What follows belongs to an exercise in optimizing a design on an open flow for small area; a production flow would make more cautious choices. In this exercise RTL edits were held to simulation tests only and were not proved equivalent to the original. The flow treats the clock pin as an ideal source, which a real chip does not have. Power is estimated from default activity; no workload was simulated.

[flow/config.mk]
export PLATFORM = sky130hd
export DESIGN_NAME = quantizer
export DESIGN_NICKNAME = quantizer
export VERILOG_FILES = /design/flow/design.v
export SDC_FILE = /design/flow/constraint.sdc
export NUM_CORES = 4
export LEC_CHECK = 0
export CAP_MARGIN = 20
export CORE_AREA = 10 10 510 510
export DIE_AREA = 0 0 520 520
export SLEW_MARGIN = 20
[flow/constraint.sdc]
create_clock -name core_clock -period 5.0 [get_ports {clk}]
set_input_delay 1.0000 -clock core_clock [delete_from_list [all_inputs] [get_ports {clk}]]
set_output_delay 1.0000 -clock core_clock [all_outputs]
set_load 0.01 [all_outputs]
[flow/design.v]
localparam int coef_w      = 11;               
localparam int block_len   = 64;
localparam int block_dim   = 8;                
localparam int pipe_depth  = 3;
localparam logic qm_table_a = 1'b0;
localparam logic qm_table_b = 1'b1;
function automatic int shift_of(input logic m, input int idx);
	int row;
	int col;
	int sh;
	row = idx / block_dim;
	col = idx % block_dim;
	if (row == 0 && col < 3) sh = 4 + col;                   
	else if (row == 0 && col == 3) sh = (m == qm_table_a) ? 7 : 6;
	else if (row == 1 && col < 2) sh = 5 + col;              
	else if (row == 1 && col == 2 && m == qm_table_b) sh = 6;
	else if (row == 2 && col == 0) sh = 6;
	else if (row == 4 && col == 4 && m == qm_table_a) sh = 4;
	else sh = 9;
	shift_of = sh;
endfunction
`timescale 1ns/1ps
`default_nettype none
module quant_valid_pipe (
	input  wire        clk,
	input  wire        srst_n,
	input  wire        enable,
	output logic [2:0] stage_en
);
localparam int coef_w      = 11;               
localparam int block_len   = 64;
localparam int block_dim   = 8;                
localparam int pipe_depth  = 3;
localparam logic qm_table_a = 1'b0;
localparam logic qm_table_b = 1'b1;
function automatic int shift_of(input logic m, input int idx);
	int row;
	int col;
	int sh;
	row = idx / block_dim;
	col = idx % block_dim;
	if (row == 0 && col < 3) sh = 4 + col;                   
	else if (row == 0 && col == 3) sh = (m == qm_table_a) ? 7 : 6;
	else if (row == 1 && col < 2) sh = 5 + col;              
	else if (row == 1 && col == 2 && m == qm_table_b) sh = 6;
	else if (row == 2 && col == 0) sh = 6;
	else if (row == 4 && col == 4 && m == qm_table_a) sh = 4;
	else sh = 9;
	shift_of = sh;
endfunction
	always_ff @(posedge clk) begin
		if (!srst_n) begin
			stage_en <= '0;
		end else begin
			stage_en <= {stage_en[pipe_depth-2:0], enable};
		end
	end
endmodule
`default_nettype wire
`timescale 1ns/1ps
`default_nettype none
module quant_input_stage #(
	parameter int idx = 0
) (
	input  wire         clk,
	input  wire         mode,
	input  wire [10:0]  c,
	output wire [10:0]  q
);
localparam int coef_w      = 11;               
localparam int block_len   = 64;
localparam int block_dim   = 8;                
localparam int pipe_depth  = 3;
localparam logic qm_table_a = 1'b0;
localparam logic qm_table_b = 1'b1;
function automatic int shift_of(input logic m, input int idx);
	int row;
	int col;
	int sh;
	row = idx / block_dim;
	col = idx % block_dim;
	if (row == 0 && col < 3) sh = 4 + col;                   
	else if (row == 0 && col == 3) sh = (m == qm_table_a) ? 7 : 6;
	else if (row == 1 && col < 2) sh = 5 + col;              
	else if (row == 1 && col == 2 && m == qm_table_b) sh = 6;
	else if (row == 2 && col == 0) sh = 6;
	else if (row == 4 && col == 4 && m == qm_table_a) sh = 4;
	else sh = 9;
	shift_of = sh;
endfunction
	localparam int sh_a  = shift_of(qm_table_a, idx);
	localparam int sh_b  = shift_of(qm_table_b, idx);
	localparam int res_w = 12 - ((sh_a < sh_b) ? sh_a : sh_b);
	logic [res_w-1:0] r0;
	logic [res_w-1:0] r1;
	logic [res_w-1:0] r2;
	logic [res_w-1:0] r3;
	quant_round_stage #(.sh_a(sh_a), .sh_b(sh_b), .res_w(res_w)) u_round (
		.c    (c),
		.mode (mode),
		.r    (r0)
	);
	always_ff @(posedge clk) begin
		r1 <= r0;
		r2 <= r1;
		r3 <= r2;
	end
	assign q = {{(11-res_w){r3[res_w-1]}}, r3};
endmodule
`default_nettype wire
`timescale 1ns/1ps
`default_nettype none
module quant_round_stage #(
	parameter int sh_a  = 9,   
	parameter int sh_b  = 9,   
	parameter int res_w = 3    
) (
	input  wire [10:0]        c,
	input  wire               mode,
	output logic [res_w-1:0]  r
);
	logic signed [res_w-1:0] r_a;
	logic signed [res_w-1:0] r_b;
	assign r_a = $signed(c[10:sh_a]) + $signed({1'b0, c[sh_a-1]});
	assign r_b = $signed(c[10:sh_b]) + $signed({1'b0, c[sh_b-1]});
	generate
		if (sh_a == sh_b) begin : g_fixed
			assign r = r_a;
		end else begin : g_mode
			assign r = mode ? r_b : r_a;
		end
	endgenerate
endmodule
`default_nettype wire
`timescale 1ns/1ps
`default_nettype none
module quantizer (
	input  wire              clk,
	input  wire              srst_n,
	input  wire              enable,
	input  wire              mode,
	input  wire [64*11-1:0]  dct,
	output wire [64*11-1:0]  q,
	output wire              valid
);
localparam int coef_w      = 11;               
localparam int block_len   = 64;
localparam int block_dim   = 8;                
localparam int pipe_depth  = 3;
localparam logic qm_table_a = 1'b0;
localparam logic qm_table_b = 1'b1;
function automatic int shift_of(input logic m, input int idx);
	int row;
	int col;
	int sh;
	row = idx / block_dim;
	col = idx % block_dim;
	if (row == 0 && col < 3) sh = 4 + col;                   
	else if (row == 0 && col == 3) sh = (m == qm_table_a) ? 7 : 6;
	else if (row == 1 && col < 2) sh = 5 + col;              
	else if (row == 1 && col == 2 && m == qm_table_b) sh = 6;
	else if (row == 2 && col == 0) sh = 6;
	else if (row == 4 && col == 4 && m == qm_table_a) sh = 4;
	else sh = 9;
	shift_of = sh;
endfunction
	logic [pipe_depth-1:0] stage_en;
	quant_valid_pipe u_valid_pipe (
		.clk      (clk),
		.srst_n   (srst_n),
		.enable   (enable),
		.stage_en (stage_en)
	);
	assign valid = stage_en[pipe_depth-1];  
	for (genvar i = 0; i < block_len; i++) begin : g_lane
		quant_input_stage #(.idx(i)) u_lane (
			.clk  (clk),
			.mode (mode),
			.c    (dct[i*coef_w +: coef_w]),
			.q    (q[i*coef_w +: coef_w])
		);
	end
endmodule
`default_nettype wire
[flow/run.sh]
#!/bin/bash
# synth_recipe.tcl (not shown) runs the flow's synth.tcl, then flattens the netlist and writes it again
# the make line also repeats each setting of config.mk as NAME=value (left out here)
make -C /OpenROAD-flow-scripts/flow DESIGN_CONFIG=/design/flow/config.mk WORK_HOME=/design/flow/orfs CLKGATE_MAP_FILE= SYNTH_SCRIPT=/design/flow/synth_recipe.tcl finish
==> key figures, run 1 <==
Outcome
  • Status: timing/DRC/antenna clean

Clocking
  • Post-CTS Setup Inserts: 0
  • CTS sink cnt: 678
  • Root buffer cell: clkbuf_16
  • Max clock buf depth: 3
  • Worst-path clk slew: 60 ps
  • Hold Buf Count CTS: 0
  • H-tree levels: 3
  • Post-cts sizing count: 0
  • Num CTS Buffers: 85
  • TritonCTS clock tree: yes
  • Worst-Skew Late Latency: 690 ps

Critical path
  • Reg2Reg Setup Slack: 4410 ps
  • CP max FO: 5
  • Critical Path Sink Type: output pin
  • CP required: 4000 ps
  • FF-to-FF path depth: 0
  • Startpoint class of the critical path: flip-flop
  • Slowest cell on the critical path: dfxtp_1
  • Crit-path max cell delay: 1040 ps
  • Critical path class: flip-flop to output pin
  • CP cell instances: buf_4, clkdlybuf4s50_1
  • CP Data Arrival Time: 2590 ps
  • Worst r2r dst: g_lane[27].u_lane.r2[2]
  • Reg-to-reg startpoint: g_lane[27].u_lane.r1[2]

Synth
  • Post-synth top area cell: dfxtp_1
  • Sequential cell area fraction in the yosys report: 67.71%
  • EDFF count, synth: 0
  • FF+latch count, synth: 678
  • Most common cell in the synthesized netlist: dfxtp_1
  • Post-Syn Instances: 1523
  • Post-synthesis async set-or-reset flop share: 0%
  • Top area cells in the synthesized netlist: dfxtp_1 68%, buf_4 18%, ha_1 8.4%
  • Number of library cell types mapped by synthesis: 30
  • Netlist Area Pre-Place: 0.02005 mm²
  • Top cell type's share of synthesized area: 67.71%
  • Syn Nets: 2365
  • Synth top cells by count: 678 x dfxtp_1, 480 x buf_4, 134 x ha_1
  • Primary FF master, synth: dfxtp_1
  • Syn. warnings: 65
  • Avg Inst Size Synth: 13.16 µm²

Place
  • Pre-CTS WS: 2091 ps
  • Dpl hpwl: 79670 µm
  • Placed inst area: 0.02996 mm²
  • Routability Congestion: 0.7824
  • Port Buffers: 933

Timing
  • Fmax: 0.2784 GHz
  • Unrepaired setup endpoints after global routing: no
  • Slew Limit Fails: 0
  • Slew @ Worst Pin: 1124 ps
  • Fin crit period: 3591 ps
  • Slew headroom: 25.05%
  • Final hold viol count: 0
  • Period utilisation layout: 71.83%
  • Final setup viols: 0
  • Worst Slack Setup Final: 1409 ps
  • TNS Setup: 0 ps
  • Clock skew: 32.98 ps

Floorplanning
  • IO Pins: 1413
  • Initial Util: 8.062%
  • Rows: 183
  • Die height: 520 µm
  • Core area: 0.2487 mm²
  • Die Wd: 520 µm
  • Die area: 0.2704 mm²

Drt
  • Wire per inst: 17.08 µm
  • DRC: 0
  • DR iter-0 viols: 370
  • DRT Wirelength: 93550 µm
  • Pre-antenna DRT Iters: 4
  • DR vias: 11750
  • Post-route ant nets: 0
  • Post-DR vias/cell: 2.146

GRT
  • Initial antenna violation count: 90
  • Largest net degree at the start of global routing: 25
  • Vias in the first global route: 12650
  • First-pass GRT wire length: 118700 µm
  • Overall Global Routing Usage: 6.584%
  • Grt total ovfl: 0

Cells and area
  • Layout area overhead: 63.84%
  • Ratio of cells with drive above 1 in the final layout: 7.140%
  • Final core utilization: 13.21%
  • Post-route cell area: 0.03284 mm²
  • Fill cells: 27870
  • Nets: 2906

Hold path
  • Hold Path Class: flip-flop to flip-flop
  • WHS Path Cells: 0
  • Hold path startpoint: g_lane[48].u_lane.r1[0]
  • Hold Path End: g_lane[48].u_lane.r2[0]

Power
  • Static leakage power: 12.42 nW
  • Worst VDD drop: 0.1963 mV
  • Pwr dens: 426.7 mW/mm²

Flow run
  • Number of max-cap violations: 0
==> cells in the final DEF (no fill, tap or decap), types with 2 or more instances in the layout <==
cell | synthesis | final
ha_1 | 134 | 134
diode_2 | 0 | 17
inv_1 | 119 | 119
nor2_1 | 7 | 7
bufinv_16 | 0 | 6
nand2_1 | 7 | 7
xnor2_1 | 17 | 17
and2_1 | 3 | 3
xor2_1 | 13 | 13
buf_4 | 480 | 2
clkdlybuf4s50_1 | 0 | 933
dfxtp_1 | 678 | 678
inv_6 | 0 | 15
a211oi_1 | 2 | 2
clkinv_4 | 0 | 11
nand4_1 | 3 | 3
clkinv_2 | 0 | 5
a21oi_1 | 7 | 7
clkbuf_16 | 0 | 86
o21a_1 | 3 | 3
clkinvlp_4 | 0 | 9
a21boi_0 | 6 | 6
a41oi_1 | 2 | 2
inv_8 | 0 | 3
mux2_2 | 4 | 4
o21ai_0 | 6 | 6
clkbuf_8 | 0 | 8
clkbuf_1 | 0 | 8
nand3_1 | 20 | 20
==> routing by layer <==
layer | GRT usage, % | up-vias | part of all wire (%)
met5 | 0 | - | 0.050
met4 | 2.971 | 8 | 4.7
met3 | 5.029 | 232 | 17
met2 | 10.17 | 903 | 43
met1 | 6.559 | 5226 | 36
li1 | - | 5385 | -
==> cell type report <==
| class | instances | area [µm²] | share of cell area (%) |
|---|---|---|---|
| clock buffer | 102 | 2292 | 6.979 |
| timing repair buffer | 935 | 9354 | 28.48 |
| tap | 3330 | 4167 | 12.69 |
| inverter | 119 | 446.7 | 1.360 |
| clock inverter | 50 | 550.5 | 1.676 |
| antenna | 17 | 42.54 | 0.1295 |
| multi-input combinational | 245 | 2419 | 7.364 |
| sequential | 678 | 13570 | 41.33 |
==> state kept, by name (all words and copies together), names as in the netlist <==
signal,flops
g_lane.u_lane.r1,225
u_valid_pipe.stage_en,3
g_lane.u_lane.r3,225
g_lane.u_lane.r2,225
==> worst max path at each step <==
stage | startpoint | to | slack, ps | depth (start not counted)
global route | g_lane[54].u_lane.r3[2] | q[604] | 1280 | 2
finish | g_lane[5].u_lane.r3[2] | q[64] | 1410 | 2
floorplan | dct[38] | g_lane[3].u_lane.r1[4] | 3140 | 5
CTS | g_lane[54].u_lane.r3[2] | q[602] | 1290 | 2
global placement | g_lane[54].u_lane.r3[2] | q[604] | 2130 | 2
detailed placement | mode | g_lane[3].u_lane.r1[4] | 2090 | 4
==> metrics by stage <==
step	hold slack, ps	power, W	instances
after floorplan	309.6	0.006847	1523
after global placement	309.7	0.007931	5307
after detailed placement	312.1	0.007943	5307
after CTS	294.7	0.01449	5459
after global routing	313.0	0.01477	5465
final	307.3	0.01401	5476
==> where the power goes <==
part | total, W | internal, W | leakage (nW) | switching (W)
Combinational | 0.00161 | 0.000905 | 5.33 | 0.000702
Sequential | 0.00614 | 0.00591 | 5.72 | 0.000233
Clock | 0.00626 | 0.00364 | 1.37 | 0.00263
Total | 0.0140 | 0.0105 | 12.4 | 0.00356
==> logic make-up (layout without fill, tap and decap cells) <==
kind of cell               count (synthesis)  in the layout  synth area share (%)
buffers and inverters                    600           1206                 20.23
adders and majority gates                134            134                 8.364
muxes                                      4              4                0.2247
AOI/OAI and AO/OA                         32             32                 1.061
xor gates and xnor gates                  30             30                 1.311
and+or+nand+nor                           45             45                 1.105
other                                      0             17                     0
DFF                                      678            678                 67.71
==> critical path, delay by kind of cell, from the launching register on <==
family / cells / cell delay, ps
DFF: 1 / 1040
buffers and inverters: 2 / 830
==> inputs of run 2 (changes only) <==
--- a/flow/design.v
+++ b/flow/design.v
@@ -121,8 +121,18 @@
 );
 	logic signed [res_w-1:0] r_a;
 	logic signed [res_w-1:0] r_b;
-	assign r_a = $signed(c[10:sh_a]) + $signed({1'b0, c[sh_a-1]});
-	assign r_b = $signed(c[10:sh_b]) + $signed({1'b0, c[sh_b-1]});
+	assign r_a = round_of(c, sh_a);
+	assign r_b = round_of(c, sh_b);
+	function automatic logic [res_w-1:0] round_of(input logic [10:0] v, input int sh);
+		logic [res_w-1:0] a;
+		logic             carry;
+		a = res_w'($signed(v) >>> sh);
+		carry = v[sh-1];
+		for (int i = 0; i < res_w; i++) begin
+			round_of[i] = a[i] ^ carry;
+			carry = carry & a[i];
+		end
+	endfunction
 	generate
 		if (sh_a == sh_b) begin : g_fixed
 			assign r = r_a;
==> flow/flow/run.sh (new file) <==
#!/bin/bash
# Standard ORFS layout with smaller port buffers, a leaner clock tree and
# no adder extraction (ABC maps the few increments on its own).
set -euo pipefail
cd "$(dirname "$0")/.."
bash standard.sh \
	ADDER_MAP_FILE= \
	BUFFER_PORTS_ARGS="-buffer_cell sky130_fd_sc_hd__buf_1" \
	CTS_ARGS="-sink_clustering_enable -repair_clock_nets -buf_list sky130_fd_sc_hd__clkbuf_4 -dont_use_dummy_load" \
	finish > standard.log 2>&1
==> flow/standard.sh (new file) <==
#!/bin/bash
# synth_recipe.tcl (not shown) runs the flow's synth.tcl, then flattens the netlist and writes it again
# the make line also repeats each setting of config.mk as NAME=value (left out here)
make -C /OpenROAD-flow-scripts/flow DESIGN_CONFIG=/design/flow/config.mk WORK_HOME=/design/flow/orfs CLKGATE_MAP_FILE= SYNTH_SCRIPT=/design/flow/synth_recipe.tcl "${@:-finish}"
removed: flow/run.sh
==> run 2 against run 1 <==
Effect of this change:
- register-to-register slack lost 30 ps
- cell count grew 7.1%
- combinational power shrank 19%
- flip-flop and latch count is the same
- critical path depth shrank 1
- via count grew 17%
- non-clock buffer count grew 337
- power shrank 20%
- clock-buffer cell count grew 88
- critical path type unchanged
- critical endpoint is now q[343]
- largest cell class unchanged
==> key figures, run 2 <==
Outcome
  • Status: timing/DRC/antenna clean

Clocking
  • Root buffer cell: clkbuf_4
  • Num CTS Buffers: 190 (+120%)
  • H-tree levels: 4 (+1)
  • TritonCTS clock tree: yes
  • Worst-path clk slew: 60 ps (about the same)
  • Post-cts sizing count: 0 (unchanged)
  • Max clock buf depth: 3 (unchanged)
  • CTS sink cnt: 678 (unchanged)
  • Worst-Skew Late Latency: 1180 ps (+490 ps)

Synth
  • Syn. warnings: 72 (+11%)
  • Post-Syn Instances: 1534 (+0.72%)
  • Primary FF master, synth: dfxtp_1
  • Syn Nets: 2242 (-5.2%)
  • Sequential cell area fraction in the yosys report: 68.85% (+1.1 points)
  • Top cell type's share of synthesized area: 68.85% (+1.1 points)
  • Top area cells in the synthesized netlist: dfxtp_1 69%, buf_4 18%, xnor2_1 3.5%
  • Netlist Area Pre-Place: 0.01971 mm² (-1.7%)
  • Avg Inst Size Synth: 12.85 µm² (-2.4%)
  • Post-synthesis async set-or-reset flop share: 0% (unchanged)
  • FF+latch count, synth: 678 (unchanged)
  • Post-synth top area cell: dfxtp_1
  • Synth top cells by count: 678 x dfxtp_1, 479 x buf_4, 79 x xnor2_1, 79 x xor2_1, 75 x nand2_1
  • Number of library cell types mapped by synthesis: 33 (+10%)
  • EDFF count, synth: 0 (unchanged)
  • Most common cell in the synthesized netlist: dfxtp_1

Floorplanning
  • Die Wd: 520 µm (unchanged)
  • Die height: 520 µm (unchanged)
  • Core area: 0.2487 mm² (unchanged)
  • Rows: 183 (unchanged)
  • Die area: 0.2704 mm² (unchanged)
  • Initial Util: 7.928% (-0.13 points)
  • IO Pins: 1413 (unchanged)

Power
  • Worst VDD drop: 0.1665 mV (-15%)
  • Total Power: 0.01125 W (-20%)
  • Static leakage power: 10.11 nW (-19%)
  • Pwr dens: 392.8 mW/mm² (-7.9%)

Place
  • Routability Congestion: 0.8366 (+6.9%)
  • Port Buffers: 933 (unchanged)
  • Pre-CTS WS: 2468 ps (+377.2 ps)
  • Placed inst area: 0.02377 mm² (-21%)
  • Dpl hpwl: 79860 µm (+0.24%)

Drt
  • Post-DR vias/cell: 2.354 (+9.7%)
  • DRT Wirelength: 95170 µm (+1.7%)
  • DR vias: 13800 (+17%)
  • DRC: 0 (unchanged)
  • Pre-antenna DRT Iters: 4 (unchanged)
  • Post-route ant nets: 0 (unchanged)
  • DR iter-0 viols: 366 (-1.1%)
  • Wire per inst: 16.23 µm (-5.0%)

GRT
  • Initial antenna violation count: 64 (-29%)
  • Vias in the first global route: 15100 (+19%)
  • Largest net degree at the start of global routing: 21 (-16%)
  • First-pass GRT wire length: 124100 µm (+4.6%)
  • Overall Global Routing Usage: 6.741% (+0.16 points)
  • Grt total ovfl: 0 (unchanged)

Critical path
  • Slowest cell on the critical path: dfxtp_1
  • Top delay family on crit path: flip-flops
  • CP required: 4000 ps (about the same)
  • Critical path class: flip-flop to output pin
  • Startpoint class of the critical path: flip-flop
  • CP Data Arrival Time: 2650 ps (+60 ps)
  • CP max FO: 9 (+4)
  • Crit-path max cell delay: 910 ps (-130 ps)
  • Reg-to-reg startpoint: g_lane[32].u_lane.r1[2]
  • Critical Path Sink Type: output pin
  • Crit path from: g_lane[31].u_lane.r3[2]
  • CP cell instances: buf_1
  • CP bufs+invs: 1 (-1)

Timing
  • Worst Slack Setup Final: 1353 ps (-55.47 ps)
  • Final setup viols: 0 (unchanged)
  • Final hold viol count: 0 (unchanged)
  • Fmax: 0.2742 GHz (-1.5%)
  • Period utilisation layout: 72.94% (+1.1 points)
  • Fin crit period: 3647 ps (+55.47 ps)
  • TNS Setup: 0 ps (unchanged)
  • Slew headroom: 39.49% (+14 points)
  • Slew @ Worst Pin: 906.5 ps (-217.8 ps)
  • Unrepaired setup endpoints after global routing: no
  • Slew Limit Fails: 0 (unchanged)
  • Clock skew: 121.2 ps (+88.24 ps)

Flow run
  • Number of max-cap violations: 0 (unchanged)

Cells and area
  • Commonest cells after routing, fill and taps aside: 933 x buf_1, 678 x dfxtp_1, 338 x dlygate4sd3_1, 190 x clkbuf_4
  • Nets: 3223 (+11%)
  • Biggest regs: g_lane.u_lane.r1 (225), g_lane.u_lane.r2 (225), g_lane.u_lane.r3 (225)
  • Post-route cell area: 0.02863 mm² (-13%)
  • Layout area overhead: 45.25%
  • Most common library cell in the layout ignoring fill and taps: buf_1
  • Ratio of cells with drive above 1 in the final layout: 7.799% (+0.66 points)
  • Final core utilization: 11.51% (-1.7 points)

Hold path
  • Hold Path Class: flip-flop to flip-flop
  • Hold path startpoint: g_lane[18].u_lane.r1[1]
-- run 2: cell families (layout without fill, tap and decap cells) --
logic type	Yosys count	in the layout	synth area share, %
AOI/OAI and AO/OA	22	22	0.6982
xor gates and xnor gates	158	158	7.020
buffers and inverters	488	1467	18.45
DFF	678	678	68.85
muxes	3	3	0.1523
other	0	20	0
and+or+nand+nor	185	185	4.824
-- run 2: path summary, 6_finish.rpt --
kind / end / slack (ps) / cells after the start
worst min-delay path: g_lane[18].u_lane.r2[1] / 250 / 0
worst max-delay path: q[343] / 1350 / 1
worst max register to register: g_lane[32].u_lane.r2[2] / 4380 / 0
worst min register to register: g_lane[18].u_lane.r2[1] / 250 / 0
-- run 2: cell type report --
cell class	instances	area [µm²]
Multi-Input combinational cell	368	2502
Sequential cell	678	13570
Fill cell	28310	220000
Tap cell	3330	4167
Inverter	5	21.27
Timing Repair Buffer	1272	6893
Antenna cell	20	50.05
Clock buffer	190	1426
-- run 2: report_power, final --
part / switching [W] / internal (W)
clock network: 0.00209 / 0.00170
logic: 0.000790 / 0.000519
registers: 0.000238 / 0.00591
total: 0.00312 / 0.00813
-- run 2: stage by stage --
step	std cells	hold WS (ps)
global route	5852	95.68
CTS	5843	0.03808
global placement	5315	309.8
floorplan	1534	309.6
detailed placement	5315	312.1
finish	5863	246.2
-- run 2: timing repair --
action | in CTS | in global routing
setup buffers | 0 | 0
endpoints found under the setup margin | 0 | 0
hold buffers | 338 | 0
endpoints found under the hold margin | 219 | 0
-- run 2: metal layers --
layer | part of all wire, % | up-vias | track usage, %
met2 | 43 | 1013 | 10.46
met3 | 15 | 257 | 4.570
met1 | 38 | 6269 | 7.068
met5 | 0.080 | - | 0
li1 | - | 6251 | -
met4 | 3.9 | 12 | 2.937
==> inputs of run 3 (changes only) <==
==> flow/flow/run.sh (replaced) <==
#!/bin/bash
# Standard ORFS layout (the standard.sh) with three changes:
#  - ports get the smallest buffer (buf_1) instead of the default pick;
#  - a leaner clock tree: larger sink clusters, clkbuf_16 only, no dummy loads;
#  - no half/full-adder extraction, so ABC maps the few increments itself.
# All tool output goes to standard.log in this folder (and ORFS's own logs
# under orfs/logs).
set -euo pipefail
cd "$(dirname "$0")/.."
bash standard.sh \
	ADDER_MAP_FILE= \
	BUFFER_PORTS_ARGS="-buffer_cell sky130_fd_sc_hd__buf_1" \
	CTS_ARGS="-sink_clustering_enable -repair_clock_nets -dont_use_dummy_load -buf_list sky130_fd_sc_hd__clkbuf_16 -sink_clustering_size 40 -sink_clustering_max_diameter 60" \
	finish > standard.log 2>&1
--- a/flow/config.mk
+++ b/flow/config.mk
@@ -6,6 +6,6 @@
 export NUM_CORES = 4
 export LEC_CHECK = 0
 export CAP_MARGIN = 20
-export CORE_AREA = 10 10 510 510
-export DIE_AREA = 0 0 520 520
+export CORE_AREA = 125 125 295 295
+export DIE_AREA = 0 0 420 420
 export SLEW_MARGIN = 20
==> run 3 against run 2 <==
Effect of this change:
- register-to-register slack better by 80 ps
- fmax up 28%
- power down 8.0%
- synthesized cell count unchanged
- routed wire length up 110%
- utilization up 62 points
- critical path depth unchanged
- first-iteration DRC count rose to 2.9 times the previous value
- critical path type unchanged
- largest cell class unchanged
==> key figures, run 3 <==
Clocking
  • Root buffer cell: clkbuf_16
  • TritonCTS clock tree: yes
  • Hold Buf Count CTS: 0 (-100%)
  • CTS sink cnt: 678 (unchanged)
  • Post-CTS Setup Inserts: 0 (unchanged)
  • H-tree levels: 1 (-3)
  • Max clock buf depth: 3 (unchanged)
  • Post-cts sizing count: 0 (unchanged)
  • Worst-path clk slew: 120 ps (+60 ps)
  • Num CTS Buffers: 31 (-84%)
  • Worst-Skew Late Latency: 610 ps (-570 ps)

GRT
  • Vias in the first global route: 11110 (-26%)
  • Largest net degree at the start of global routing: 40 (+90%)
  • First-pass GRT wire length: 219300 µm (+77%)
  • Overall Global Routing Usage: 18.60% (+12 points)
  • Initial antenna violation count: 208 (+230%)
  • Grt total ovfl: 0 (unchanged)

Floorplanning
  • Die area: 0.1764 mm² (-35%)
  • Die height: 420 µm (-19%)
  • IO Pins: 1413 (unchanged)
  • Die Wd: 420 µm (-19%)
  • Rows: 62 (-66%)
  • Initial Util: 68.87% (+61 points)
  • Core area: 0.02863 mm² (-88%)

Synth
  • Post-Syn Instances: 1534 (unchanged)
  • Number of library cell types mapped by synthesis: 33 (unchanged)
  • Most common cell in the synthesized netlist: dfxtp_1
  • Syn Nets: 2242 (unchanged)
  • Top area cells in the synthesized netlist: dfxtp_1 69%, buf_4 18%, xnor2_1 3.5%
  • Primary FF master, synth: dfxtp_1
  • Netlist Area Pre-Place: 0.01971 mm² (unchanged)
  • Post-synth top area cell: dfxtp_1
  • Post-synthesis async set-or-reset flop share: 0% (unchanged)
  • Sequential cell area fraction in the yosys report: 68.85% (unchanged)
  • FF+latch count, synth: 678 (unchanged)
  • Synth top cells by count: 678 x dfxtp_1, 479 x buf_4, 79 x xnor2_1, 79 x xor2_1, 75 x nand2_1
  • Avg Inst Size Synth: 12.85 µm² (unchanged)
  • Syn. warnings: 72 (unchanged)
  • EDFF count, synth: 0 (unchanged)
  • Top cell type's share of synthesized area: 68.85% (unchanged)

Critical path
  • Reg2Reg Setup Slack: 4460 ps (+80 ps)
  • Startpoint class of the critical path: flip-flop
  • Critical path class: flip-flop to output pin
  • CP max FO: 9 (unchanged)
  • Top delay family on crit path: flip-flops
  • CP cell instances: buf_1
  • Slowest cell on the critical path: dfxtp_1
  • CP bufs+invs: 1 (unchanged)
  • CP Data Arrival Time: 1860 ps (-790 ps)
  • Crit-path max cell delay: 700 ps (-210 ps)
  • Critical Path Sink Type: output pin
  • CP required: 4000 ps (about the same)

Timing
  • Slew headroom: 38.52% (-0.97 points)
  • Clock skew: 63.14 ps (-58.09 ps)
  • Fmax: 0.3503 GHz (+28%)
  • Fin crit period: 2855 ps (-791.8 ps)
  • Slew @ Worst Pin: 922.2 ps (+15.75 ps)
  • Period utilisation layout: 57.10% (-16 points)
  • Slew Limit Fails: 0 (unchanged)
  • Final setup viols: 0 (unchanged)
  • Worst hold margin: 257.8 ps (+11.60 ps)
  • TNS Setup: 0 ps (unchanged)
  • Final hold viol count: 0 (unchanged)
  • Unrepaired setup endpoints after global routing: no

Cells and area
  • Commonest cells after routing, fill and taps aside: 933 x buf_1, 678 x dfxtp_1, 79 x xnor2_1, 79 x xor2_1, 75 x nand2_1
  • Layout area overhead: 6.074%
  • Most common library cell in the layout ignoring fill and taps: buf_1
  • Nets: 2725 (-15%)
  • Ratio of cells with drive above 1 in the final layout: 1.787% (-6.0 points)
  • Biggest regs: g_lane.u_lane.r1 (225), g_lane.u_lane.r2 (225), g_lane.u_lane.r3 (225)

Flow run
  • Number of max-cap violations: 0 (unchanged)

Outcome
  • Status: timing/DRC/antenna clean

Power
  • Pwr dens: 494.7 mW/mm² (+26%)
  • Static leakage power: 8.211 nW (-19%)
  • Worst VDD drop: 0.4270 mV (+160%)
  • Total Power: 0.01034 W (-8.0%)

Hold path
  • Hold Path Class: flip-flop to flip-flop

Drt
  • Post-route ant nets: 0 (unchanged)
  • Wire per inst: 81.58 µm (+400%)
  • DRC: 0 (unchanged)
  • Post-DR vias/cell: 5.214 (+120%)
  • DR vias: 12620 (-8.5%)
  • Pre-antenna DRT Iters: 6 (+2)
  • DRT Wirelength: 197500 µm (+110%)
  • DR iter-0 viols: 1068 (+190%)

Place
  • Port Buffers: 933 (unchanged)
  • Routability Congestion: 0.9381 (+12%)
  • Dpl hpwl: 188300 µm (+140%)
-- run 3: cell counts after synthesis --
Identical to the previous run, type by type.
-- run 3: through the flow --
| stage | worst slack (ps) | utilization [%] | cell area, µm² | instances |
|---|---|---|---|---|
| after floorplan | 3179 | - | 19710 | 1534 |
| after global placement | 2468 | 70.15 | 20080 | 2368 |
| after detailed placement | 2403 | 70.15 | 20080 | 2368 |
| after CTS | 2040 | 72.86 | 20860 | 2399 |
| after global routing | 2081 | 72.97 | 20890 | 2412 |
| final | 2145 | 73.05 | 20910 | 2421 |
-- run 3: path summary, 6_finish.rpt --
kind / endpoint / start / cells after the start
max: q[471] / g_lane[42].u_lane.r3[2] / 1
min: g_lane[36].u_lane.r2[4] / g_lane[36].u_lane.r1[4] / 0
max reg2reg: u_valid_pipe.stage_en[2] / u_valid_pipe.stage_en[1] / 1
min reg2reg: g_lane[36].u_lane.r2[4] / g_lane[36].u_lane.r1[4] / 0
-- run 3: where the power goes --
part           leakage, nW  internal, W  total [W]  switching (W)
Combinational         2.11     0.000291    0.00167        0.00138
Clock                0.382      0.00110    0.00257        0.00147
Sequential            5.72      0.00590    0.00610       0.000198
-- run 3: final cells by class --
cell class / count / area, µm²
inverter: 5 / 21.27
timing repair buffer: 933 / 3502
fill: 2057 / 7715
multi-input combinational: 368 / 2502
sequential: 678 / 13570
antenna: 22 / 55.05
tap: 384 / 480.5
clock buffer: 31 / 775.7
-- run 3: cells by family after synthesis --
kind of cell           count (synthesis)  share of synthesized area [%]
buffers and inverters                488                          18.45
multiplexers                           3                         0.1523
AND/OR/NAND/NOR                      185                          4.824
flip-flops                           678                          68.85
AO/OA/AOI/OAI                         22                         0.6982
XOR/XNOR                             158                          7.020
-- run 3: per-layer routing --
layer,global-route usage (%),share of wire (%),vias to the layer above
met5,0,0.32,-
met3,23.71,25,538
li1,-,-,5209
met4,4.725,3.5,98
met2,32.32,49,1200
met1,11.56,23,5579
==> inputs of run 4 (changes only) <==
--- a/flow/design.v
+++ b/flow/design.v
@@ -117,7 +117,7 @@
 ) (
 	input  wire [10:0]        c,
 	input  wire               mode,
-	output logic [res_w-1:0]  r
+	output wire [res_w-1:0]   r
 );
 	logic signed [res_w-1:0] r_a;
 	logic signed [res_w-1:0] r_b;
@@ -134,12 +134,34 @@
 		end
 	endfunction
 	generate
-		if (sh_a == sh_b) begin : g_fixed
+		if (sh_a == 9 && sh_b == 9) begin : g_coarse
+			wire n;
+			wire ns;
+			quant_g_nand2 u_n  (.a(c[9]), .b(c[8]), .y(n));
+			quant_g_o21a  u_r0 (.a1(c[9]), .a2(c[8]), .b1(n), .y(r[0]));
+			quant_g_nand2 u_ns (.a(c[10]), .b(n), .y(ns));
+			quant_g_o21ai u_r1 (.a1(c[10]), .a2(n), .b1(ns), .y(r[1]));
+			quant_g_inv   u_r2 (.a(ns), .y(r[2]));
+		end else if (sh_a == sh_b) begin : g_fixed
 			assign r = r_a;
 		end else begin : g_mode
 			assign r = mode ? r_b : r_a;
 		end
 	endgenerate
+endmodule
+`default_nettype wire
+`default_nettype none
+module quant_g_nand2 (input wire a, input wire b, output wire y);
+	assign y = ~(a & b);
+endmodule
+module quant_g_o21a (input wire a1, input wire a2, input wire b1, output wire y);
+	assign y = (a1 | a2) & b1;
+endmodule
+module quant_g_o21ai (input wire a1, input wire a2, input wire b1, output wire y);
+	assign y = ~((a1 | a2) & b1);
+endmodule
+module quant_g_inv (input wire a, output wire y);
+	assign y = ~a;
 endmodule
 `default_nettype wire
 `timescale 1ns/1ps
==> flow/flow/run.sh (replaced) <==
#!/bin/bash
# Standard ORFS layout (the standard.sh) with these changes:
#  - synthesis: after elaboration, the coarse lanes' gate modules are bound
#    to the sky130hd cells they describe (canon.tcl, cells.v), and there is
#    no half/full-adder extraction, so ABC maps the few increments itself;
#  - ports get the smallest buffer (buf_1);
#  - a leaner clock tree: clkbuf_16 only, clusters of up to 32 sinks,
#    no dummy loads.
# All tool output goes to standard.log in this folder (and ORFS's own logs
# under orfs/logs).
set -euo pipefail
cd "$(dirname "$0")/.."
here="$PWD"
bash standard.sh \
	ADDER_MAP_FILE= \
	SYNTH_CANONICALIZE_TCL="$here/flow/canon.tcl" \
	QUANT_CELLS_V="$here/flow/cells.v" \
	BUFFER_PORTS_ARGS="-buffer_cell sky130_fd_sc_hd__buf_1" \
	CTS_ARGS="-sink_clustering_enable -repair_clock_nets -dont_use_dummy_load -buf_list sky130_fd_sc_hd__clkbuf_16 -sink_clustering_size 32 -sink_clustering_max_diameter 60" \
	finish > standard.log 2>&1
==> flow/flow/canon.tcl (new file) <==
# Runs inside ORFS's canonicalize step, after the design is elaborated:
# the RTL's small gate modules are replaced by the cells they describe,
# so ABC leaves those lanes as written. Registers are untouched.
read_verilog -overwrite $::env(QUANT_CELLS_V)
hierarchy -check -top $::env(DESIGN_NAME)
==> flow/flow/cells.v (new file) <==
// The coarse lanes' gates, bound to the sky130hd cells they describe.
module quant_g_nand2 (input wire a, input wire b, output wire y);
	sky130_fd_sc_hd__nand2_1 u_cell (.A(a), .B(b), .Y(y));
endmodule

module quant_g_o21a (input wire a1, input wire a2, input wire b1, output wire y);
	sky130_fd_sc_hd__o21a_1 u_cell (.A1(a1), .A2(a2), .B1(b1), .X(y));
endmodule

module quant_g_o21ai (input wire a1, input wire a2, input wire b1, output wire y);
	sky130_fd_sc_hd__o21ai_0 u_cell (.A1(a1), .A2(a2), .B1(b1), .Y(y));
endmodule

module quant_g_inv (input wire a, output wire y);
	sky130_fd_sc_hd__inv_1 u_cell (.A(a), .Y(y));
endmodule
--- a/flow/config.mk
+++ b/flow/config.mk
@@ -6,6 +6,6 @@
 export NUM_CORES = 4
 export LEC_CHECK = 0
 export CAP_MARGIN = 20
-export CORE_AREA = 125 125 295 295
+export CORE_AREA = 130 130 290 290
 export DIE_AREA = 0 0 420 420
 export SLEW_MARGIN = 20
==> run 4 against run 3 <==
Effect of this change:
- setup slack gained 62 ps
- worst hold slack gained 18 ps
- register-to-register slack is essentially flat
- clock skew grew 4.9 ps
- first-iteration DRC count grew 3.8%
- critical endpoint is now q[656]
- highest routed layer unchanged
==> key figures, run 4 <==
Cells and area
  • Most common library cell in the layout ignoring fill and taps: buf_1
  • Ratio of cells with drive above 1 in the final layout: 1.641% (-0.15 points)
  • Final Non-Filler Cells: 2429 (+0.33%)
  • Commonest cells after routing, fill and taps aside: 933 x buf_1, 678 x dfxtp_1, 132 x nand2_1, 59 x o21ai_0, 57 x inv_1
  • Layout area overhead: 5.848%
  • Fill cells: 1496 (-27%)
  • Biggest regs: g_lane.u_lane.r1 (225), g_lane.u_lane.r2 (225), g_lane.u_lane.r3 (225)
  • Final core utilization: 82.10% (+9.1 points)
  • Nets: 2782 (+2.1%)

Synth
  • Post-synth top area cell: dfxtp_1
  • Avg Inst Size Synth: 12.28 µm² (-4.5%)
  • Syn. warnings: 72 (unchanged)
  • FF+latch count, synth: 678 (unchanged)
  • Syn Nets: 2299 (+2.5%)
  • Post-synthesis async set-or-reset flop share: 0% (unchanged)
  • Top area cells in the synthesized netlist: dfxtp_1 69%, buf_4 18%, nand2_1 2.5%
  • Netlist Area Pre-Place: 0.01953 mm² (-0.91%)
  • Sequential cell area fraction in the yosys report: 69.49% (+0.64 points)
  • EDFF count, synth: 0 (unchanged)
  • Number of library cell types mapped by synthesis: 33 (unchanged)
  • Synth top cells by count: 678 x dfxtp_1, 479 x buf_4, 132 x nand2_1
  • Primary FF master, synth: dfxtp_1
  • Top cell type's share of synthesized area: 69.49% (+0.64 points)
  • Post-Syn Instances: 1591 (+3.7%)
  • Most common cell in the synthesized netlist: dfxtp_1

GRT
  • Grt total ovfl: 0 (unchanged)
  • Initial antenna violation count: 201 (-3.4%)
  • Overall Global Routing Usage: 19.13% (+0.53 points)
  • First-pass GRT wire length: 227000 µm (+3.5%)
  • Vias in the first global route: 11880 (+6.9%)
  • Largest net degree at the start of global routing: 33 (-18%)

Power
  • P_int: 0.007196 W (-1.3%)
  • Clk pwr share: 25.2% (+0.3 points)
  • Pwr dens: 494.0 mW/mm² (-0.14%)
  • Flop pwr share: 58.9% (about the same)
  • Combinational share of power: 15.9% (-0.3 points)
  • Switching Share: 29.54% (+0.033 points)
  • Worst VDD drop: 0.4120 mV (-3.5%)
  • Static leakage power: 8.430 nW (+2.7%)
  • Switching Power: 0.003017 W (-1.2%)

Critical path
  • Critical Path Sink Type: output pin
  • Slowest cell on the critical path: dfxtp_1
  • Crit-path max cell delay: 720 ps (+20 ps)
  • Startpoint class of the critical path: flip-flop
  • CP Data Arrival Time: 1790 ps (-70 ps)
  • CP bufs+invs: 1 (unchanged)
  • CP cell instances: buf_1
  • CP required: 4000 ps (about the same)
  • CP max FO: 9 (unchanged)
  • Critical path class: flip-flop to output pin
  • Top delay family on crit path: flip-flops

Drt
  • DR vias: 13270 (+5.1%)
  • Routed wl met2: 95230 µm (-0.92%)
  • Top layer in use: met5
  • Routed met1 length: 45370 µm (+1.9%)
  • Post-route ant nets: 0 (unchanged)
  • DRT Wirelength: 204100 µm (+3.3%)
  • Wire per inst: 84.03 µm (+3.0%)
  • Post-DR vias/cell: 5.464 (+4.8%)
  • Met3 WL: 53160 µm (+7.6%)
  • Pre-antenna DRT Iters: 8 (+2)
  • DRC: 0 (unchanged)
  • DR iter-0 viols: 1109 (+3.8%)

Place
  • Pre-CTS WS: 2764 ps (+360.7 ps)
  • Port Buffers: 933 (unchanged)
  • Routability Congestion: 0.9436 (+0.59%)
  • Dpl hpwl: 193300 µm (+2.7%)
  • Cells after DPL: 2371 (+0.13%)

Timing
  • Worst hold margin: 275.5 ps (+17.77 ps)
  • Unrepaired setup endpoints after global routing: no
  • Slew headroom: 45.97% (+7.5 points)
  • Worst Slack Setup Final: 2207 ps (+62.29 ps)
  • Slew Limit Fails: 0 (unchanged)
  • TNS Setup: 0 ps (unchanged)
  • Slew @ Worst Pin: 813.7 ps (-108.6 ps)
  • Final hold viol count: 0 (unchanged)
  • Period utilisation layout: 55.85% (-1.2 points)
  • Fin crit period: 2793 ps (-62.29 ps)
  • Final setup viols: 0 (unchanged)
  • Clock skew: 68.05 ps (+4.911 ps)
  • Fmax: 0.3581 GHz (+2.2%)

Floorplanning
  • Die area: 0.1764 mm² (unchanged)
  • Initial Util: 77.57% (+8.7 points)
  • IO Pins: 1413 (unchanged)
  • Die height: 420 µm (unchanged)
  • Die Wd: 420 µm (unchanged)
  • Rows: 58 (-6.5%)
  • Core area: 0.02518 mm² (-12%)

Clocking
  • TritonCTS clock tree: yes
  • Post-CTS Setup Inserts: 0 (unchanged)
  • H-tree levels: 1 (unchanged)
  • Hold Buf Count CTS: 0 (unchanged)
  • Worst-Skew Late Latency: 590 ps (-20 ps)
  • Num CTS Buffers: 31 (unchanged)
  • Post-cts sizing count: 0 (unchanged)
  • Root buffer cell: clkbuf_16
  • Worst-path clk slew: 80 ps (-40 ps)
  • Max clock buf depth: 3 (unchanged)
  • CTS sink cnt: 678 (unchanged)

Outcome
  • Status: timing/DRC/antenna clean

Hold path
  • Hold Path Class: flip-flop to flip-flop

Flow run
  • Number of max-cap violations: 0 (unchanged)
[run 4: cell count changes after synthesis, sizes merged, moves of 53 or more]
cell / before / now
nand2: 76 / 132
xor2: 79 / 23
and2: 64 / 9
o21a: 1 / 56
o21ai: 5 / 60
xnor2: 79 / 24
inv: 5 / 58
[run 4: worst paths after layout]
| kind | start | to | slack (ps) | cells past startpoint |
|---|---|---|---|---|
| setup / recovery | g_lane[59].u_lane.r3[2] | q[656] | 2210 | 1 |
| hold reg to reg | g_lane[3].u_lane.r2[5] | g_lane[3].u_lane.r3[5] | 280 | 0 |
| setup reg to reg | u_valid_pipe.stage_en[1] | u_valid_pipe.stage_en[2] | 4450 | 1 |
| hold / removal | g_lane[3].u_lane.r2[5] | g_lane[3].u_lane.r3[5] | 280 | 0 |
[run 4: logic make-up (layout without fill, tap and decap cells)]
group	Yosys count	after routing	synth area share (%)
flops	678	678	69.49
buf+inv	542	1023	19.68
xor+xnor	47	47	2.107
other cells	0	27	0
simple gates	185	185	4.106
compound gates	134	134	4.362
mux	5	5	0.2562
[run 4: area by class of cell]
type	instances	area, µm²	share of cell area, %
multi-input cells	371	2116	10.23
well taps	330	412.9	1.997
clock buffers	31	775.7	3.752
repair buffers	934	3510	16.98
diodes	27	67.56	0.3268
inverters	58	220.2	1.065
flip-flops and latches	678	13570	65.65
[run 4: metal layers]
metal	global-route usage (%)	vias up
met2	31.50	1366
met4	6.706	84
met3	26.05	573
met1	11.66	5771
li1	-	5477
met5	1.453	-
[run 4: power by group through the flow]
stage | registers [W] | clock network, W | logic (W)
2_1_floorplan | 0.00615 | 0 | 0.000610
3_3_place_gp | 0.00611 | 0 | 0.00169
3_5_place_dp | 0.00614 | 0 | 0.00171
4_1_cts | 0.00602 | 0.00262 | 0.00172
5_1_grt | 0.00607 | 0.00284 | 0.00178
6_report | 0.00602 | 0.00258 | 0.00162
[run 4: through the flow]
step,instance area [µm²],total power [W]
after floorplan,19530,0.006764
after global placement,19830,0.007804
after detailed placement,19830,0.007844
after CTS,20610,0.01035
after global routing,20650,0.01068
final,20670,0.01021
==> inputs of run 5 (changes only) <==
==> flow/flow/run.sh (replaced) <==
#!/bin/bash
# Standard ORFS layout (the standard.sh) with these changes:
#  - synthesis: after elaboration, the coarse lanes' gate modules are bound
#    to the sky130hd cells they describe (canon.tcl, cells.v), and there is
#    no half/full-adder extraction, so ABC maps the few increments itself;
#  - ports get the smallest buffer (buf_1);
#  - the clock tree is built by clock_tree.tcl: the registers in 36 groups
#    of equal size by position, a clkbuf_8 per group and one clkbuf_16 root.
# All tool output goes to standard.log in this folder (and ORFS's own logs
# under orfs/logs).
set -euo pipefail
cd "$(dirname "$0")/.."
here="$PWD"
bash standard.sh \
	ADDER_MAP_FILE= \
	SYNTH_CANONICALIZE_TCL="$here/flow/canon.tcl" \
	QUANT_CELLS_V="$here/flow/cells.v" \
	BUFFER_PORTS_ARGS="-buffer_cell sky130_fd_sc_hd__buf_1" \
	PRE_CTS_TCL="$here/flow/clock_tree.tcl" \
	CTS_ARGS="-clk_nets clk -dont_use_dummy_load -buf_list sky130_fd_sc_hd__clkbuf_8" \
	finish > standard.log 2>&1
==> flow/flow/clock_tree.tcl (new file) <==
# Sourced by ORFS cts.tcl before clock_tree_synthesis (PRE_CTS_TCL); the
# CTS call that follows is limited to the net clk, which then has only the
# root buffer as its sink, so it adds nothing.
# Two-level clock tree: the registers are split into NX x NY groups of
# equal size by position (columns by x, then rows by y within a column);
# each group gets a leaf buffer at its centre, and one root buffer at the
# centre of the leaves drives them all from the clock port.
set nx 6
set ny 6
set leaf_master sky130_fd_sc_hd__clkbuf_8
set root_master sky130_fd_sc_hd__clkbuf_16
set block [ord::get_db_block]
set clk_net [$block findNet clk]
set sinks {}
foreach it [$clk_net getITerms] {
  set inst [$it getInst]
  lassign [$inst getLocation] x y
  lappend sinks [list $it $x $y]
}
set n [llength $sinks]
set sinks [lsort -integer -index 1 $sinks]
set cols {}
for {set i 0} {$i < $nx} {incr i} {
  set a [expr {$i * $n / $nx}]
  set b [expr {($i + 1) * $n / $nx - 1}]
  lappend cols [lrange $sinks $a $b]
}
set groups {}
foreach col $cols {
  set col [lsort -integer -index 2 $col]
  set m [llength $col]
  for {set j 0} {$j < $ny} {incr j} {
    set a [expr {$j * $m / $ny}]
    set b [expr {($j + 1) * $m / $ny - 1}]
    lappend groups [lrange $col $a $b]
  }
}
set lm [[ord::get_db] findMaster $leaf_master]
set rm [[ord::get_db] findMaster $root_master]
set root_net [odb::dbNet_create $block clknet_root]
$root_net setSigType CLOCK
set k 0
set lx 0; set ly 0
foreach g $groups {
  set sx 0; set sy 0
  foreach s $g { incr sx [lindex $s 1]; incr sy [lindex $s 2] }
  set cx [expr {$sx / [llength $g]}]
  set cy [expr {$sy / [llength $g]}]
  set buf [odb::dbInst_create $block $lm clkbuf_leaf_$k]
  $buf setLocation $cx $cy
  $buf setPlacementStatus PLACED
  set net [odb::dbNet_create $block clknet_leaf_$k]
  $net setSigType CLOCK
  foreach s $g {
    set it [lindex $s 0]
    $it disconnect
    $it connect $net
  }
  [$buf findITerm X] connect $net
  [$buf findITerm A] connect $root_net
  incr lx $cx; incr ly $cy
  incr k
}
set root [odb::dbInst_create $block $rm clkbuf_root]
$root setLocation [expr {$lx / $k}] [expr {$ly / $k}]
$root setPlacementStatus PLACED
[$root findITerm A] connect $clk_net
[$root findITerm X] connect $root_net
puts "clock tree: $n sinks in $k groups"
--- a/flow/config.mk
+++ b/flow/config.mk
@@ -6,6 +6,6 @@
 export NUM_CORES = 4
 export LEC_CHECK = 0
 export CAP_MARGIN = 20
-export CORE_AREA = 130 130 290 290
+export CORE_AREA = 125 125 295 295
 export DIE_AREA = 0 0 420 420
 export SLEW_MARGIN = 20
==> run 5 against run 4 <==
Effect of this change:
- still clean
- design area down 1.1%
- fmax up 0.80%
- clock power down 19%
- power down 5.4%
- die area unchanged
- synthesized area unchanged
- via count down 2.2%
- synthesized cell count unchanged
- first-iteration DRC count up 1.8%
- largest cell class unchanged
==> key figures, run 5 <==
Critical path
  • Top delay family on crit path: flip-flops
  • FF-to-FF path depth: 1 (unchanged)
  • CP cell instances: buf_1
  • CP Data Arrival Time: 1770 ps (-20 ps)
  • CP max FO: 9 (unchanged)
  • Worst r2r dst: u_valid_pipe.stage_en[2]
  • Reg-to-reg startpoint: u_valid_pipe.stage_en[1]
  • CP required: 4000 ps (about the same)
  • Crit-path max cell delay: 630 ps (-90 ps)
  • Startpoint class of the critical path: flip-flop
  • Reg2Reg Setup Slack: 4460 ps (about the same)
  • Slowest cell on the critical path: dfxtp_1
  • Critical Path Sink Type: output pin
  • Critical path class: flip-flop to output pin
  • CP bufs+invs: 1 (unchanged)

Cells and area
  • Fill cells: 2142 (+43%)
  • Multi-input combinational cell area: 0.002116 mm² (unchanged)
  • Register Area: 0.01357 mm² (unchanged)
  • Nets: 2788 (+0.22%)
  • Ratio of cells with drive above 1 in the final layout: 1.925% (+0.28 points)
  • Most common library cell in the layout ignoring fill and taps: buf_1
  • Layout area overhead: 4.734%
  • Commonest cells after routing, fill and taps aside: 933 x buf_1, 678 x dfxtp_1, 132 x nand2_1, 59 x o21ai_0, 57 x inv_1
  • Biggest regs: g_lane.u_lane.r1 (225), g_lane.u_lane.r2 (225), g_lane.u_lane.r3 (225)
  • Final Non-Filler Cells: 2477 (+2.0%)

Clocking
  • Worst-Skew Late Latency: 570 ps (-20 ps)
  • Hold Buf Count CTS: 0 (unchanged)
  • Post-cts sizing count: 0 (unchanged)
  • Worst-path clk slew: 100 ps (+20 ps)
  • Post-CTS Setup Inserts: 0 (unchanged)

Drt
  • DRT Wirelength: 197700 µm (-3.2%)
  • DR vias: 12980 (-2.2%)
  • DRC: 0 (unchanged)
  • Post-DR vias/cell: 5.240 (-4.1%)
  • Post-route ant nets: 0 (unchanged)
  • Pre-antenna DRT Iters: 7 (-1)
  • DR iter-0 viols: 1129 (+1.8%)
  • Wire per inst: 79.80 µm (-5.0%)

Timing
  • Fin crit period: 2771 ps (-22.18 ps)
  • TNS Setup: 0 ps (unchanged)
  • Period utilisation layout: 55.41% (-0.44 points)
  • Fmax: 0.3609 GHz (+0.80%)
  • Final hold viol count: 0 (unchanged)
  • Clock skew: 14.44 ps (-53.61 ps)
  • Unrepaired setup endpoints after global routing: no
  • Slew Limit Fails: 0 (unchanged)
  • Slew @ Worst Pin: 858.4 ps (+44.70 ps)
  • Slew headroom: 43.01% (-3.0 points)
  • Final setup viols: 0 (unchanged)

Place
  • Routability Congestion: 0.9310 (-1.3%)
  • Port Buffers: 933 (unchanged)
  • Cells after DPL: 2425 (+2.3%)
  • Dpl hpwl: 188600 µm (-2.4%)

Synth
  • Top cell type's share of synthesized area: 69.49% (unchanged)
  • Top area cells in the synthesized netlist: dfxtp_1 69%, buf_4 18%, nand2_1 2.5%
  • Post-synthesis async set-or-reset flop share: 0% (unchanged)
  • Syn. warnings: 72 (unchanged)
  • Netlist Area Pre-Place: 0.01953 mm² (unchanged)
  • Most common cell in the synthesized netlist: dfxtp_1
  • Primary FF master, synth: dfxtp_1
  • Post-Syn Instances: 1591 (unchanged)
  • EDFF count, synth: 0 (unchanged)
  • Syn Nets: 2299 (unchanged)
  • Post-synth top area cell: dfxtp_1
  • Avg Inst Size Synth: 12.28 µm² (unchanged)
  • Sequential cell area fraction in the yosys report: 69.49% (unchanged)
  • Number of library cell types mapped by synthesis: 33 (unchanged)
  • FF+latch count, synth: 678 (unchanged)
  • Synth top cells by count: 678 x dfxtp_1, 479 x buf_4, 132 x nand2_1

Power
  • Total Power: 0.009665 W (-5.4%)
  • Switching Share: 29.97% (+0.42 points)
  • Worst VDD drop: 0.3876 mV (-5.9%)
  • Combinational share of power: 16.2% (+0.3 points)
  • Static leakage power: 8.319 nW (-1.3%)
  • P_int: 0.006768 W (-5.9%)
  • Clk pwr share: 21.6% (-3.6 points)
  • Switching Power: 0.002896 W (-4.0%)
  • Pwr dens: 472.4 mW/mm² (-4.4%)
  • Flop pwr share: 62.2% (+3.3 points)

GRT
  • Initial antenna violation count: 210 (+4.5%)
  • Vias in the first global route: 11240 (-5.4%)
  • Overall Global Routing Usage: 18.50% (-0.63 points)
  • First-pass GRT wire length: 219100 µm (-3.5%)
  • Grt total ovfl: 0 (unchanged)
  • Largest net degree at the start of global routing: 37 (+12%)

Hold path
  • Hold path startpoint: g_lane[31].u_lane.r1[1]
  • Hold Path End: g_lane[31].u_lane.r2[1]
  • WHS Path Cells: 0 (unchanged)
  • Hold Path Class: flip-flop to flip-flop

Floorplanning
  • Rows: 62 (+6.9%)
  • Die Wd: 420 µm (unchanged)
  • Core area: 0.02863 mm² (+14%)
  • Initial Util: 68.24% (-9.3 points)
  • IO Pins: 1413 (unchanged)
  • Die height: 420 µm (unchanged)
  • Die area: 0.1764 mm² (unchanged)

Flow run
  • Number of max-cap violations: 0 (unchanged)

Outcome
  • Status: timing/DRC/antenna clean
-- run 5: cell counts after synthesis --
Identical to the previous run, type by type.
-- run 5: worst max path at each step --
stage                            start                 endpoint  cells after the start
6_report       g_lane[52].u_lane.r3[2]                   q[580]                      1
2_1_floorplan                 dct[404]  g_lane[36].u_lane.r1[6]                      4
3_5_place_dp                      mode  g_lane[10].u_lane.r1[4]                      5
3_3_place_gp   g_lane[61].u_lane.r3[2]                   q[673]                      1
5_1_grt        g_lane[61].u_lane.r3[2]                   q[673]                      1
4_1_cts                           mode  g_lane[10].u_lane.r1[4]                      5
-- run 5: power by group through the flow --
| stage | clock (W) | combinational (W) | sequential, W |
|---|---|---|---|
| floorplan | 0 | 0.000610 | 0.00615 |
| global placement | 0 | 0.00169 | 0.00612 |
| detailed placement | 0 | 0.00168 | 0.00614 |
| CTS | 0.00162 | 0.00169 | 0.00614 |
| global route | 0.00234 | 0.00173 | 0.00606 |
| finish | 0.00208 | 0.00157 | 0.00601 |
-- run 5: kinds of logic after synthesis --
kind of cell	count (synthesis)	synth area share [%]
AO/OA/AOI/OAI	134	4.362
XOR/XNOR	47	2.107
buffers and inverters	542	19.68
flip-flops	678	69.49
multiplexers	5	0.2562
AND/OR/NAND/NOR	185	4.106
-- run 5: metrics by stage --
stage	util (%)	cell area, µm²	setup slack [ps]	hold slack [ps]
2_1_floorplan	-	19530	3180	309.6
3_3_place_gp	69.52	19900	2838	309.5
3_5_place_dp	69.52	19900	2841	312.1
4_1_cts	71.33	20420	2841	312.1
5_1_grt	71.40	20440	2106	333.1
6_report	71.47	20460	2229	320.6
-- run 5: metal layers --
layer | vias to the layer above | wire length, µm | track usage, %
met5 | - | 742 | 0.5112
met4 | 94 | 8133 | 5.238
met3 | 549 | 49390 | 23.63
met2 | 1248 | 94300 | 31.73
met1 | 5623 | 45100 | 11.57
li1 | 5466 | - | -
-- run 5: final cells by class --
type,instances,area share (%)
flip-flops and latches,678,66.35
diodes,15,0.1835
plain buffers,37,2.544
multi-input cells,371,10.34
inverters,58,1.076
well taps,384,2.349
repair buffers,934,17.16
==> inputs of run 6 (changes only) <==
==> flow/flow/canon.tcl (replaced) <==
# Runs inside ORFS's canonicalize step, after the design is elaborated.
# 1. The RTL's small gate modules are replaced by the sky130hd cells they
#    describe, so the coarse lanes keep the gates as written.
# 2. Each lane's rounding module (quant_round_stage, combinational, no
#    registers) is mapped to cells on its own with ABC, before the design
#    is flattened. Registers are untouched.
read_verilog -overwrite $::env(QUANT_CELLS_V)
hierarchy -check -top $::env(DESIGN_NAME)
set dont_use {}
foreach cell $::env(DONT_USE_CELLS) { lappend dont_use -dont_use $cell }
set libs {}
foreach lib $::env(LIB_FILES) { lappend libs -liberty $lib }
yosys proc *quant_round_stage
yosys opt *quant_round_stage
yosys techmap *quant_round_stage
yosys opt -fast *quant_round_stage
yosys abc {*}$libs {*}$dont_use *quant_round_stage
yosys opt_clean *quant_round_stage
==> run 6 against run 5 <==
Effect of this change:
- the layout now fails its checks (antenna violations)
- die area stayed put
- sequential share of layout area is 0.26 points higher
- via count is 0.23% lower
- setup slack worse by 82 ps
- critical endpoint is now q[676]
- worst hold slack better by 4.7 ps
- power is 0.21% lower
- sequential power hardly changed
- design area is 0.40% lower
- combinational power hardly changed
==> key figures, run 6 <==
Cells and area
  • Fill cells: 2177 (+1.6%)
  • Layout area overhead: 5.010%
  • Commonest cells after routing, fill and taps aside: 933 x buf_1, 678 x dfxtp_1, 132 x nand2_1, 63 x o21ai_0
  • Final Non-Filler Cells: 2478 (+0.040%)
  • Nets: 2781 (-0.25%)
  • Ratio of cells with drive above 1 in the final layout: 1.835% (-0.090 points)
  • Multi-input combinational cell area: 0.002017 mm² (-4.7%)
  • Biggest regs: g_lane.u_lane.r1 (225), g_lane.u_lane.r2 (225), g_lane.u_lane.r3 (225)
  • Most common library cell in the layout ignoring fill and taps: buf_1
  • Register Area: 0.01357 mm² (unchanged)

Drt
  • DRT Wirelength: 198900 µm (+0.61%)
  • Post-route ant nets: 1 (+1)
  • Post-DR vias/cell: 5.226 (-0.27%)
  • Pre-antenna DRT Iters: 6 (-1)
  • DRC: 0 (unchanged)
  • Wire per inst: 80.25 µm (+0.57%)
  • DR iter-0 viols: 1208 (+7.0%)
  • DR vias: 12950 (-0.23%)

Synth
  • EDFF count, synth: 0 (unchanged)
  • Top cell type's share of synthesized area: 69.95% (+0.46 points)
  • Most common cell in the synthesized netlist: dfxtp_1
  • Post-Syn Instances: 1579 (-0.75%)
  • Syn Nets: 2287 (-0.52%)
  • Syn. warnings: 65 (-9.7%)
  • Post-synth top area cell: dfxtp_1
  • Avg Inst Size Synth: 12.29 µm² (about the same)
  • Sequential cell area fraction in the yosys report: 69.95% (+0.46 points)
  • Post-synthesis async set-or-reset flop share: 0% (unchanged)
  • Number of library cell types mapped by synthesis: 34 (+3.0%)
  • Netlist Area Pre-Place: 0.01940 mm² (-0.66%)
  • FF+latch count, synth: 678 (unchanged)
  • Primary FF master, synth: dfxtp_1
  • Top area cells in the synthesized netlist: dfxtp_1 70%, buf_4 19%, nand2_1 2.6%
  • Synth top cells by count: 678 x dfxtp_1, 479 x buf_4, 132 x nand2_1

Timing
  • Slew @ Worst Pin: 891.1 ps (+32.71 ps)
  • Worst hold margin: 325.3 ps (+4.691 ps)
  • Fmax: 0.3505 GHz (-2.9%)
  • Slew headroom: 40.84% (-2.2 points)
  • Fin crit period: 2853 ps (+82.47 ps)
  • Worst Slack Setup Final: 2147 ps (-82.47 ps)
  • Period utilisation layout: 57.06% (+1.6 points)
  • Slew Limit Fails: 0 (unchanged)
  • Final setup viols: 0 (unchanged)
  • Clock skew: 9.968 ps (-4.471 ps)
  • TNS Setup: 0 ps (unchanged)
  • Final hold viol count: 0 (unchanged)
  • Unrepaired setup endpoints after global routing: no

GRT
  • First-pass GRT wire length: 220600 µm (+0.66%)
  • Overall Global Routing Usage: 18.68% (+0.18 points)
  • Vias in the first global route: 11360 (+1.1%)
  • Largest net degree at the start of global routing: 37 (unchanged)
  • Initial antenna violation count: 212 (+0.95%)
  • Grt total ovfl: 0 (unchanged)

Clocking
  • Worst-path clk slew: 110 ps (about the same)
  • Post-cts sizing count: 0 (unchanged)
  • Worst-Skew Late Latency: 570 ps (about the same)
  • Hold Buf Count CTS: 0 (unchanged)
  • Post-CTS Setup Inserts: 0 (unchanged)

Power
  • Static leakage power: 8.285 nW (-0.41%)
  • Pwr dens: 473.3 mW/mm² (+0.19%)
  • Worst VDD drop: 0.3420 mV (-12%)

Place
  • Routability Congestion: 0.9193 (-1.3%)
  • Port Buffers: 933 (unchanged)
  • Cells after DPL: 2418 (-0.29%)
  • Pre-CTS WS: 2735 ps (-106.7 ps)
  • Dpl hpwl: 190200 µm (+0.81%)

Hold path
  • Hold Path Class: flip-flop to flip-flop

Critical path
  • CP bufs+invs: 1 (unchanged)
  • Critical Path Sink Type: output pin
  • Slowest cell on the critical path: dfxtp_1
  • Top delay family on crit path: flip-flops
  • Crit-path max cell delay: 740 ps (+110 ps)
  • CP cell instances: buf_1
  • CP max FO: 9 (unchanged)
  • Startpoint class of the critical path: flip-flop
  • CP Data Arrival Time: 1850 ps (+80 ps)
  • CP required: 4000 ps (about the same)
  • Critical path class: flip-flop to output pin

Floorplanning
  • Die area: 0.1764 mm² (unchanged)
  • Die height: 420 µm (unchanged)
  • Core area: 0.02863 mm² (unchanged)
  • Initial Util: 67.79% (-0.45 points)
  • Die Wd: 420 µm (unchanged)
  • IO Pins: 1413 (unchanged)
  • Rows: 62 (unchanged)

Outcome
  • Status: complete, but fails checks
  • Layout violations: antenna violations

Flow run
  • Number of max-cap violations: 0 (unchanged)
run 6: changes by cell type after synthesis, moves of 4 or more:
cell,change
xor2_1,-9
a31oi_1,+7
nand3_1,-7
and2_0,+6
and2_1,-6
and3_1,+5
xnor2_1,-5
o21ai_0,+4
run 6: routing by layer:
metal / wire [µm] / part of all wire [%] / GRT usage [%]
met1: 46090 / 23 / 12.01
met2: 95680 / 48 / 32.42
met5: 617 / 0.31 / 0
met4: 7001 / 3.5 / 3.981
met3: 49470 / 25 / 23.62
run 6: layout make-up:
class	instances	share of cell area [%]
Antenna cell	23	0.2825
Inverter	58	1.068
Tap cell	384	2.358
Buffer	37	2.554
Multi-Input combinational cell	364	9.899
Sequential cell	678	66.61
Timing Repair Buffer	934	17.22
run 6: final timing paths:
check	from	end	slack (ps)	cells past startpoint
setup reg to reg	u_valid_pipe.stage_en[1]	u_valid_pipe.stage_en[2]	4450	1
setup / recovery	g_lane[61].u_lane.r3[2]	q[676]	2150	1
hold reg to reg	g_lane[10].u_lane.r1[5]	g_lane[10].u_lane.r2[5]	330	0
hold / removal	g_lane[10].u_lane.r1[5]	g_lane[10].u_lane.r2[5]	330	0
run 6: cells by family (layout without fill, tap and decap cells):
family                    Yosys count  count (layout)  share of synthesized area (%)
and+or+nand+nor                   184             184                          4.121
AOI/OAI and AO/OA                 145             145                          4.682
DFF                               678             678                          69.95
other                               0              23                              0
xor gates and xnor gates           33              33                          1.490
muxes                               2               2                         0.1032
buffers and inverters             537            1029                          19.65
run 6: report_power, final:
| group | total [W] | leakage (nW) | internal [W] | switching (W) |
|---|---|---|---|---|
| registers | 0.00601 | 5.71 | 0.00583 | 0.000180 |
| clock network | 0.00208 | 0.271 | 0.000675 | 0.00140 |
| logic | 0.00156 | 2.30 | 0.000256 | 0.00130 |
run 6: per-stage QoR:
step	util, %	instance area (µm²)	total power (W)
final	71.18	20380	0.009644
after global routing	71.03	20330	0.01011
after CTS	70.98	20320	0.009422
after detailed placement	69.16	19800	0.007796
after global placement	69.16	19800	0.007777
after floorplan	-	19400	0.006745

afterwards: timing with drivers on the ports:
No port has a modelled driver above. Below, the same layouts with a new extraction and two added sets of constraints. Step 1 assumes that a clkbuf_16 drives the clock port and a buf_2 every other input. Step 2 adds t to the input delays and takes it off the output delays; t is the mean of the earliest and latest rising clock arrival at the registers after step 1. Input paths then give back, and output paths get back, about the clock's delay inside the block. Three values: ideal, step 1, step 2; two values: the first two.
run	shift t [ns]	setup WS [ns]	hold WS [ns]	latest minus earliest clock arrival (ns)
run 1	0.742	1.409 / 1.336 / 1.892	0.307 / 0.307 / 0.307	0.038 / 0.039
run 2	1.162	1.353 / 1.291 / 1.840	0.246 / 0.246 / 0.246	0.152 / 0.152
run 3	0.653	2.145 / 2.063 / 2.284	0.258 / 0.258 / 0.258	0.085 / 0.085
run 4	0.637	2.207 / 2.125 / 2.640	0.276 / 0.276 / 0.276	0.069 / 0.069
run 5	0.643	2.229 / 2.152 / 2.686	0.321 / 0.321 / 0.321	0.021 / 0.020
run 6	0.646	2.147 / 2.062 / 2.708	0.325 / 0.325 / 0.325	0.019 / 0.020
